Background: an optimization exercise with open tools, aiming at small area. Do not read the settings as production practice.
Where RTL was checked, it was by simulation tests only, not by an equivalence proof against the original.
Power and IR drop assume default switching activity. The clock port is modelled as an ideal driver; clocking choices that lean on that would not hold on a real chip.

// afi_phy_top
module afi_phy_top
(
	input logic pll_afi_clk,
	input logic reset,
	input logic [afi_phy_pkg::AFI_CMD_W-1:0] afi_cmd,
	input logic [afi_phy_pkg::AFI_WR_W-1:0] afi_wr,
	input logic [8-1:0] paddr,
	input logic psel,
	input logic penable,
	input logic pwrite,
	input logic [32-1:0] pwdata,
	output logic [32-1:0] prdata,
	output logic pready,
	output logic pslverr,
	output logic [afi_phy_pkg::MEM_BUS_W-1:0] mem,
	output logic mem_ck_en,
	output logic [8-1:0] calib_skip_steps
);
Size in the first run: ~1,100 cells after synthesis, roughly 16,000 sq um of cells after synthesis.
export LEC_CHECK = 0
export CAP_MARGIN = 0
export CORE_MARGIN = 2
export CORE_UTILIZATION = 70
export CTS_CLUSTER_DIAMETER = 80
export CTS_CLUSTER_SIZE = 35
export SLEW_MARGIN = 0
export SYNTH_HIERARCHICAL = 1
export SYNTH_MINIMUM_KEEP_SIZE = 0
create_clock -name core_clock -period 5.0 [get_ports {pll_afi_clk}]
standard.sh (not shown) runs the stock make flow with config.mk's settings and CLKGATE_MAP_FILE= SYNTH_SCRIPT=/design/flow/synth_recipe.tcl, a recipe that flattens the netlist after the stock synthesis.
==> flow/flow/run.sh <==
#!/bin/bash
# Standard ORFS layout, with the port buffers made of the smallest buffer
# cell instead of the one buffer_ports picks by default.
set -euo pipefail
bash standard.sh "BUFFER_PORTS_ARGS=-buffer_cell sky130_fd_sc_hd__buf_1" "CTS_ARGS=-sink_clustering_enable -repair_clock_nets -sink_clustering_size 35 -sink_clustering_max_diameter 80 -dont_use_dummy_load" finish > standard_make.log 2>&1
The starting point finished with timing, DRC and antenna clean.
Then changed:
==> flow/flow/run.sh (replaced) <==
#!/bin/bash
# Standard ORFS layout, with the port buffers made of the smallest buffer
# cell instead of the one buffer_ports picks by default.
set -euo pipefail
bash standard.sh "BUFFER_PORTS_ARGS=-buffer_cell sky130_fd_sc_hd__buf_1" "RECOVER_POWER=100" finish > standard_make.log 2>&1
CAP_MARGIN = 20   (was 0)
CTS_CLUSTER_DIAMETER = 100   (was 80)
CTS_CLUSTER_SIZE = 30   (was 35)
SLEW_MARGIN = 20   (was 0)
The changed run finished but fails on max-capacitance violations, max-slew violations.
Area after synthesis stays the same.
Setup slack loses 620 ps.
Flip-flop and latch count is unchanged.
Die area is unchanged.
Worst hold slack got worse by 8.5 ps.
Power rose by 2.1%.
First-iteration DRC count rose by 3.7%.
Cell area increases by about 0.46%.
Function was not checked in any run of this note: the RTL went through the layout flow alone.

* * *

afi_phy_top, a different RTL version from the one above (not shown whole).
Size in the first run: ~620 flip-flops, ~15000 um2 of cells after synthesis.
Settings: LEC_CHECK=0, CAP_MARGIN=0, CORE_MARGIN=2, CORE_UTILIZATION=70, CTS_CLUSTER_DIAMETER=80, CTS_CLUSTER_SIZE=35, SLEW_MARGIN=0, SYNTH_HIERARCHICAL=1, SYNTH_MINIMUM_KEEP_SIZE=0; clock period 5.0 ns.
==> flow/flow/run.sh <==
#!/bin/bash
# Standard ORFS layout, with the port buffers made of the smallest buffer
# cell instead of the one buffer_ports picks by default.
set -euo pipefail
bash standard.sh "BUFFER_PORTS_ARGS=-buffer_cell sky130_fd_sc_hd__buf_1" "CTS_ARGS=-sink_clustering_enable -repair_clock_nets -sink_clustering_size 37 -sink_clustering_max_diameter 70 -dont_use_dummy_load" finish > standard_make.log 2>&1
Rerun with:
==> flow/flow/run.sh (replaced) <==
#!/bin/bash
# Standard ORFS layout, with the port buffers made of the smallest buffer
# cell instead of the one buffer_ports picks by default.
set -euo pipefail
bash standard.sh "BUFFER_PORTS_ARGS=-buffer_cell sky130_fd_sc_hd__buf_1" "CTS_ARGS=-sink_clustering_enable -repair_clock_nets -sink_clustering_size 35 -sink_clustering_max_diameter 80 -dont_use_dummy_load" finish > standard_make.log 2>&1
Effect:
- The new run completed with no timing, DRC or antenna violations
- clock-buffer cell count is unchanged
- setup slack improves by 0.0037 ns
- sequential cell count is unchanged
- global-route usage stays flat
- power is about the same
- wire length grows by 0.58%
- final area is about the same
- synthesized area does not change
Rerun with:
==> flow/flow/run.sh (replaced) <==
#!/bin/bash
# Standard ORFS layout, with the port buffers made of the smallest buffer
# cell instead of the one buffer_ports picks by default.
set -euo pipefail
bash standard.sh "BUFFER_PORTS_ARGS=-buffer_cell sky130_fd_sc_hd__buf_1" "CTS_ARGS=-sink_clustering_enable -repair_clock_nets -sink_clustering_size 35 -sink_clustering_max_diameter 80 -dont_use_dummy_load -root_buf sky130_fd_sc_hd__clkbuf_4 -tree_buf sky130_fd_sc_hd__clkbuf_4" finish > standard_make.log 2>&1
Effect: Die area does not change; first-iteration DRC count goes down by about 2.3%; design area stays flat; worst hold slack is worse by 0.0032 ns; area after synthesis stays the same; synthesized cell count stays the same; final cell count stays flat; non-clock buffer count does not change; global-route usage stays flat.

* * *

trial 57:
RTL: one of the versions met above, not the one the previous note started from.
Size in the first run: ~0.016 mm2 of cells after synthesis.
// afi_phy_top
module afi_phy_top
(
	input logic pll_afi_clk,
	input logic reset,
	input logic [afi_phy_pkg::AFI_CMD_W-1:0] afi_cmd,
	input logic [afi_phy_pkg::AFI_WR_W-1:0] afi_wr,
	input logic [8-1:0] paddr,
	input logic psel,
	input logic penable,
	input logic pwrite,
	input logic [32-1:0] pwdata,
	output logic [32-1:0] prdata,
	output logic pready,
	output logic pslverr,
	output logic [afi_phy_pkg::MEM_BUS_W-1:0] mem,
	output logic mem_ck_en,
	output logic [8-1:0] calib_skip_steps
);
Settings: LEC_CHECK=0, CAP_MARGIN=20, CORE_MARGIN=2, CORE_UTILIZATION=70, CTS_CLUSTER_DIAMETER=100, CTS_CLUSTER_SIZE=30, SLEW_MARGIN=20, SYNTH_HIERARCHICAL=1, SYNTH_MINIMUM_KEEP_SIZE=0; clock period 5.0 ns.
==> flow/flow/run.sh <==
#!/bin/bash
# Standard ORFS layout, with the port buffers made of the smallest buffer
# cell instead of the one buffer_ports picks by default.
set -euo pipefail
bash standard.sh "BUFFER_PORTS_ARGS=-buffer_cell sky130_fd_sc_hd__buf_1" finish > standard_make.log 2>&1
Trial 57 went all the way through synthesis, placement and routing and the layout is clean on timing, DRC and antenna.
Relative to trial 57, the following input files were edited for trial 15:
- swapping 30 for 35 in CTS_CLUSTER_SIZE
- swapping 100 for 80 in CTS_CLUSTER_DIAMETER
- swapping 20 for 0 in SLEW_MARGIN
- swapping 20 for 0 in CAP_MARGIN
==> comparison <==
Comparing trial 15 with trial 57, the final cell count came out essentially unchanged.
Taking trial 57 as the reference, in trial 15 hold buffer count at cts shows no meaningful change; power shows a reduction of 0.93%; overall global routing resource usage shows a reduction of 0.41 points.
In terms of via-per-instance ratio, trial 57 and trial 15 differ only marginally.
[diff] fmax, trial 15 relative to trial 57: regression
Number of antenna violations at the first check in global routing came out exactly the same in trial 15 and trial 57.
No functional check of the RTL was part of any run of this note.

==> separate check: timing with driven ports <==
The results above use ideal ports. As a check the final layouts listed here were re-extracted and re-timed, cells and wires unchanged. Step 1 assumes that a clkbuf_16 drives the clock port and a buf_2 every other input. Step 2, shift: input delay + t, output delay - t, t = (earliest + latest rising clock arrival at the registers) / 2. This alone moves slack from input paths to output paths. Three values: ideal ports, drivers, drivers and shift; two values: the first two.
run | t (ns) | slack for setup (ns) | hold slack, ns
the first run of note 1 | 0.574 | 1.688 / 1.665 / 1.665 | 0.335 / 0.335 / 0.335
the second run of note 1 | 0.595 | 1.071 / 1.093 / 0.497 | 0.326 / 0.326 / 0.326
the first run of note 2 | 0.580 | 1.875 / 1.851 / 1.851 | 0.304 / 0.304 / 0.304
the second run of note 2 | 0.580 | 1.878 / 1.855 / 1.855 | 0.302 / 0.302 / 0.302
the third run of note 2 | 0.811 | 1.878 / 1.855 / 1.855 | 0.299 / 0.296 / 0.299
trial 57 | 0.595 | 1.708 / 1.685 / 1.685 | 0.325 / 0.325 / 0.325
trial 15 | 0.587 | 1.696 / 1.674 / 1.674 | 0.335 / 0.335 / 0.335
For the second run of note 1, which loses most, drivers alone change the setup slack by +0.022 ns; drivers and shift together by -0.574 ns.
